Context: an optimization exercise on an open-source flow, tuned for small area and a short achievable clock period. The choices shown serve that exercise and are no tape-out recipe. Only simulation tests tie the RTL to the original design; equivalence was not proved. Power and IR drop assume default switching activity.

--- design/flow/design.v ---
package simple_bus_pkg;
  typedef enum logic [1:0] {
    MODE_READ     = 2'b00,
    MODE_WRITE    = 2'b01,
    MODE_RD_BURST = 2'b10,
    MODE_WR_BURST = 2'b11
  } bus_mode_e;
  typedef enum logic [1:0] {
    IDLE,
    GRANT,
    WAIT,
    BEAT
  } slave_state_e;
  function automatic logic is_burst(input logic [1:0] mode);
    is_burst = mode[1];
  endfunction
  function automatic logic is_write(input logic [1:0] mode);
    is_write = mode[0];
  endfunction
endpackage
module simple_bus_mem_array #(
  parameter int AW    = 8,
  parameter int DW    = 8,
  parameter int DEPTH = 256
) (
  input  logic          clk,
  input  logic          we,
  input  logic [AW-1:0] waddr,
  input  logic [DW-1:0] wdata,
  input  logic          re,
  input  logic [AW-1:0] raddr,
  output logic [DW-1:0] rdata
);
  localparam int IW = (DEPTH > 1) ? $clog2(DEPTH) : 1;
  logic [DW-1:0] mem [DEPTH];
  always_ff @(posedge clk) begin
    if (we) mem[waddr[IW-1:0]] <= wdata;
    if (re) rdata <= mem[raddr[IW-1:0]];
  end
endmodule
module simple_bus_mem_slave #(
  parameter int AW          = 8,
  parameter int DW          = 16,
  parameter int DEPTH       = 192,
  parameter int WAIT_STATES = 1,
  parameter int BURST_LEN   = 4
) (
  input  logic          clk,
  input  logic          rst,
  input  logic          req,
  input  logic          start,
  input  logic [1:0]    mode,
  input  logic [AW-1:0] addr,
  input  logic [DW-1:0] wdata,
  output logic          gnt,
  output logic [DW-1:0] rdata,
  output logic          rdy,
  output logic          err
);
  localparam logic [AW:0] DEPTH_W = (AW+1)'(DEPTH);
  localparam logic [3:0]  WS_W    = 4'(WAIT_STATES);
  localparam logic [4:0]  BL_W    = 5'(BURST_LEN);
  localparam bit          NO_WAIT = (WAIT_STATES == 0);
  simple_bus_pkg::slave_state_e  state_q, state_d;
  simple_bus_pkg::bus_mode_e     mode_q, mode_d;
  logic [AW-1:0] addr_q, addr_d;
  logic [4:0]    beats_q, beats_d;
  logic [3:0]    wait_q, wait_d;
  logic          rd_ok_q;
  logic          mem_we, mem_re;
  logic [DW-1:0] mem_rdata;
  function automatic logic in_range(input logic [AW-1:0] a);
    in_range = ({1'b0, a} < DEPTH_W);
  endfunction
  always_ff @(posedge clk or posedge rst) begin
    if (rst) begin
      state_q <= simple_bus_pkg::IDLE;
      mode_q  <= simple_bus_pkg::MODE_READ;
      addr_q  <= '0;
      beats_q <= '0;
      wait_q  <= '0;
    end else begin
      state_q <= state_d;
      mode_q  <= mode_d;
      addr_q  <= addr_d;
      beats_q <= beats_d;
      wait_q  <= wait_d;
    end
  end
  always_comb begin
    state_d = state_q;
    mode_d  = mode_q;
    addr_d  = addr_q;
    beats_d = beats_q;
    wait_d  = wait_q;
    unique case (state_q)
      simple_bus_pkg::IDLE: begin
        if (req) state_d = simple_bus_pkg::GRANT;
      end
      simple_bus_pkg::GRANT: begin
        if (start) begin
          mode_d  = simple_bus_pkg::bus_mode_e'(mode);
          addr_d  = addr;
          beats_d = simple_bus_pkg::is_burst(mode_d) ? BL_W : 5'd1;
          wait_d  = WS_W;
          state_d = NO_WAIT ? simple_bus_pkg::BEAT : simple_bus_pkg::WAIT;
        end else if (!req) begin
          state_d = simple_bus_pkg::IDLE;
        end
      end
      simple_bus_pkg::WAIT: begin
        wait_d = wait_q - 4'd1;
        if (wait_q == 4'd1) state_d = simple_bus_pkg::BEAT;
      end
      simple_bus_pkg::BEAT: begin
        if (beats_q != 5'd1) begin
          beats_d = beats_q - 5'd1;
          addr_d  = addr_q + AW'(1);
          wait_d  = WS_W;
          state_d = NO_WAIT ? simple_bus_pkg::BEAT : simple_bus_pkg::WAIT;
        end else begin
          beats_d = '0;
          state_d = req ? simple_bus_pkg::GRANT : simple_bus_pkg::IDLE;
        end
      end
      default: state_d = simple_bus_pkg::IDLE;
    endcase
  end
  assign mem_we = (state_q == simple_bus_pkg::BEAT) && simple_bus_pkg::is_write(mode_q) && in_range(addr_q);
  assign mem_re = (state_d == simple_bus_pkg::BEAT) && !simple_bus_pkg::is_write(mode_d) && in_range(addr_d);
  always_ff @(posedge clk or posedge rst) begin
    if (rst) begin
      rd_ok_q <= 1'b0;
    end else if ((state_d == simple_bus_pkg::BEAT) && !simple_bus_pkg::is_write(mode_d)) begin
      rd_ok_q <= in_range(addr_d);
    end
  end
  simple_bus_mem_array #(
    .AW    (AW),
    .DW    (DW),
    .DEPTH (DEPTH)
  ) u_mem (
    .clk   (clk),
    .we    (mem_we),
    .waddr (addr_q),
    .wdata (wdata),
    .re    (mem_re),
    .raddr (addr_d),
    .rdata (mem_rdata)
  );
  assign gnt   = (state_q != simple_bus_pkg::IDLE);
  assign rdy   = (state_q == simple_bus_pkg::BEAT);
  assign rdata = rd_ok_q ? mem_rdata : '0;
  assign err   = (state_q == simple_bus_pkg::BEAT) && !in_range(addr_q);
endmodule
--- design/flow/config.mk ---
export PLATFORM = sky130hd
export DESIGN_NAME = simple_bus_mem_slave
export DESIGN_NICKNAME = simple_bus_mem_slave
export VERILOG_FILES = /design/flow/design.v
export SDC_FILE = /design/flow/constraint.sdc
export NUM_CORES = 4
export LEC_CHECK = 0
export CAP_MARGIN = 20
export CORE_MARGIN = 2
export CORE_UTILIZATION = 35
export SLEW_MARGIN = 20
--- design/flow/constraint.sdc ---
create_clock -name core_clock -period 5.5 [get_ports {clk}]
set_input_delay 1.1000 -clock core_clock [delete_from_list [all_inputs] [get_ports {clk}]]
set_output_delay 1.1000 -clock core_clock [all_outputs]
set_load 0.01 [all_outputs]
--- design/flow/run.sh ---
#!/bin/bash
# synth_recipe.tcl (not shown) runs the flow's synth.tcl, then flattens the netlist and writes it again
# the make line also repeats each setting of config.mk as NAME=value (left out here)
make -C /OpenROAD-flow-scripts/flow DESIGN_CONFIG=/design/flow/config.mk WORK_HOME=/design/flow/orfs CLKGATE_MAP_FILE= SYNTH_SCRIPT=/design/flow/synth_recipe.tcl finish
==> run_results.csv <==
group,metric,value,unit
routing,route.detailed.drc,0,
worst_setup_path,ff2ff_path_depth,15,
clocking,h-tree-depth,5,
worst_setup_path,crit_required,6.13,ns
logic_synthesis,ys_ff_latch,3109,
sta,rsz0062_at_grt,"no",
worst_setup_path,crit_top_cell,"buf_4",
sta,slew_viol_final,0,
logic_synthesis,synthFlopType,"edfxtp_1",
pwr,ir_worst_vdd,900.2,uV
worst_setup_path,cp-end-kind,"flip-flop",
routing,routedWlPerCell,26.33,microns
min_path,holdPathStages,2,
pwr,powerDensity,587.4,mW/mm^2
sta,fin_ws,0.3981,ns
sta,fmaxAchievable,0.1960,GHz
floorplanning,ios,49,
logic_synthesis,synth_cell_types,58,
logic_synthesis,postSynthAreaPerCell,14.17,sq um
clocking,clock-root-buffer,"clkbuf_16",
sta,period_share,0.9276,
routing,vias_per_cell,5.597,
cells_and_area,drive_above_1_share,0.1291,
logic_synthesis,async_flop_share,0.006755,
global_routing,gr-total-overflow,0,
logic_synthesis,synthCells,8678,
sta,slew-limit-headroom,0.1918,
worst_setup_path,cp_slowest_cell,"or4b_1",
clocking,cts_buffer_depth,4,
floorplanning,die-area,0.3561,sq mm
placement,place_hpwl,211500,microns
worst_setup_path,startpoint_type,"flip-flop",
clocking,cts_tree,"built",
floorplanning,chipWidth,596.7,microns
floorplanning,rows,217,
run,cap_violations,0,
global_routing,antenna_found_initial,14,
placement,gp_congestion,0.8940,
sta,worst_slew_pin_slew,1.209,ns
cells_and_area,mostFrequentLayoutCells,"edfxtp_1, nand2_1, nand3_1, buf_4, and3_1",
worst_setup_path,path_max_fanout,125,
logic_synthesis,netlist_area,0.1230,sq mm
sta,setup_viol,0,
placement,pre_cts_slack,0.04346,ns
sta,final_hold_viol_count,0,
cells_and_area,syn_to_final_growth,15.38,%
sta,post-route-min-period,5.102,ns
worst_setup_path,critPathKind,"reg2reg",
logic_synthesis,syn_nets,8716,
logic_synthesis,synth_edf_count,3088,
floorplanning,initial_core_util,0.3519,
pwr,cellLeakagePower,47.48,nW
routing,vias,77540,
worst_setup_path,crit_chain,"inv_1, ha_1, or4b_1, a211o_4, buf_12, and3_1, a211oi_1, a31oi_1, a22o_1, a221oi_1, a22oi_1, buf_4, nand3_1, buf_4, nand4_1",
min_path,hp-start,"mode_q[0]",
clocking,clk_pin_slew,0.06,ns
clocking,cts_hold_buf,0,
logic_synthesis,yosysWarnings,2,
worst_setup_path,endpoint,"u_mem.rdata[3]",
floorplanning,die_y,596.7,microns
clocking,post_cts_resized,0,
routing,routed_wl,364800,microns
outcome,status,"timing/DRC/antenna clean",
clocking,numCtsBuffers,310,
min_path,min_path_type,"reg2reg",
sta,fin_worst_skew,0.06272,ns
routing,drt_iter0_drc,10910,
worst_setup_path,slowest_delay,0.64,ns
global_routing,grt_usage,0.1985,
clocking,post_cts_buffers,0,
cells_and_area,nets,9046,
placement,io_buffers,48,
worst_setup_path,ff2ff_setup_slack,0.40,ns
floorplanning,core,0.3494,sq mm
worst_setup_path,cp.arrival,5.73,ns
routing,detail_route.first_pass.iterations,6,
cells_and_area,final_common_cell,"edfxtp_1",
routing,antenna_left,0,
worst_setup_path,r2r_start,"beats_q[1]",
cells_and_area,num-fill-cells,31360,
global_routing,grt_pass1_wl,522600,microns
clocking,clock_sinks,3109,
clocking,clk_latency,0.89,ns
global_routing,grt_pass1_vias,73930,
cells_and_area,fin_util,0.4060,
worst_setup_path,r2r_end,"u_mem.rdata[3]",
pwr,finalPower,83.34,mW
logic_synthesis,ys_seq_area_frac,0.7584,
worst_setup_path,startpoint,"beats_q[1]",
sta,tns,0,ns
global_routing,grt_max_degree,193,
cells in the mapped netlist, drive strengths merged (21+ instances only):
| cell type | instances | area share |
|---|---|---|
| a21oi | 91 | 0.0037 |
| nor2 | 229 | 0.0070 |
| buf | 308 | 0.013 |
| nand2 | 2368 | 0.072 |
| and3 | 329 | 0.017 |
| a22o | 46 | 0.0033 |
| nand3 | 716 | 0.029 |
| dfrtp | 21 | 0.0043 |
| a211oi | 160 | 0.010 |
| a311oi | 226 | 0.016 |
| clkbuf | 310 | 0.0095 |
| a22oi | 46 | 0.0028 |
| a221oi | 30 | 0.0021 |
| mux4 | 123 | 0.023 |
| o21ai | 26 | 0.0011 |
| edfxtp | 3088 | 0.75 |
| a31oi | 271 | 0.014 |
| and2 | 22 | 0.0011 |
| a32oi | 91 | 0.0066 |
worst min-delay path by stage:
stage / to / slack (ns)
floorplan: mode_q[0] / 0.45
global placement: mode_q[0] / 0.48
detailed placement: beats_q[1] / 0.50
CTS: beats_q[1] / 0.51
global route: mode_q[0] / 0.54
finish: mode_q[0] / 0.51
layer usage:
metal,GRT usage,share of wire
met2,0.3140,0.46
met5,0,0.00024
met1,0.2715,0.40
met3,0.03744,0.097
met4,0.07529,0.041
state kept, by name (all words and copies together), names as in the netlist:
| name | count |
|---|---|
| addr_q | 8 |
| beats_q | 5 |
| mode_q | 1 |
| rd_ok_q | 1 |
| state_q | 2 |
| u_mem.mem | 3072 |
| u_mem.rdata | 16 |
| wait_q | 4 |
critical path, delay by kind of cell, from the launching register on:
family	cells	cell delay [ns]
flops	1	0.39
compound gates	6	1.88
simple gates	4	1.42
buf+inv	4	0.71
fa+ha+maj	1	0.16
kinds of logic (layout without fill, tap and decap cells):
| group | count (synthesis) | after routing | synth area share |
|---|---|---|---|
| AND/OR/NAND/NOR | 3725 | 3725 | 0.1295 |
| flip-flops | 3109 | 3109 | 0.7584 |
| AO/OA/AOI/OAI | 1059 | 1059 | 0.06407 |
| buffers and inverters | 634 | 1199 | 0.02309 |
| multiplexers | 139 | 139 | 0.02384 |
| adder cells (fa/ha/maj) | 8 | 8 | 0.0008141 |
| XOR/XNOR | 4 | 4 | 0.0002850 |
| other | 0 | 13 | 0 |
where the power goes:
group	internal (mW)	total [mW]	switching, mW	leakage, nW
registers	26.3	26.5	0.218	28.0
clock network	11.9	20.9	8.94	4.75
logic	11.9	36.0	24.1	14.7
total	50.1	83.3	33.3	47.5
area by class of cell:
type	count	area [sq um]	area share
Antenna cell	13	32.53	0.0002293
Clock buffer	395	8257	0.05819
Clock inverter	152	1564	0.01102
Inverter	16	88.84	0.0006261
Multi-Input combinational cell	4935	26990	0.1902
Sequential cell	3109	93250	0.6573
Tap cell	4599	5754	0.04056
Timing Repair Buffer	636	5941	0.04187
through the flow:
step                      cell area (sq um)  std cells  hold WS (ns)
after floorplan                      123000       8678        0.4496
after global placement               132000      13290        0.4770
after detailed placement             132000      13290        0.4989
after CTS                            141800      13840        0.5128
after global routing                 141900      13850        0.5439
final                                141900      13860        0.5055

-- afterwards: timing with drivers on the ports --
Ports are ideal in the flow. The routed layout listed here was re-timed in OpenROAD.
Step 1 assumes that a clkbuf_16 drives the clock port and a buf_2 every other input.
Step 2, shift: input delay + t, output delay - t, t = (earliest + latest rising clock arrival at the registers) / 2. This alone moves slack from input paths to output paths.
Slacks: ideal / step 1 / step 2; pairs: ideal / step 1.
t (ns): 0.967
setup slack, ns: 0.398 / 0.398 / -0.172
worst slew at a driven data input, ns: 0.13
pins driven straight from the clock port: 1
With both steps, setup timing fails in this run, where it was met with ideal ports. The setup slack of this run moves by 0.000 ns with the drivers and by -0.570 ns with both steps.
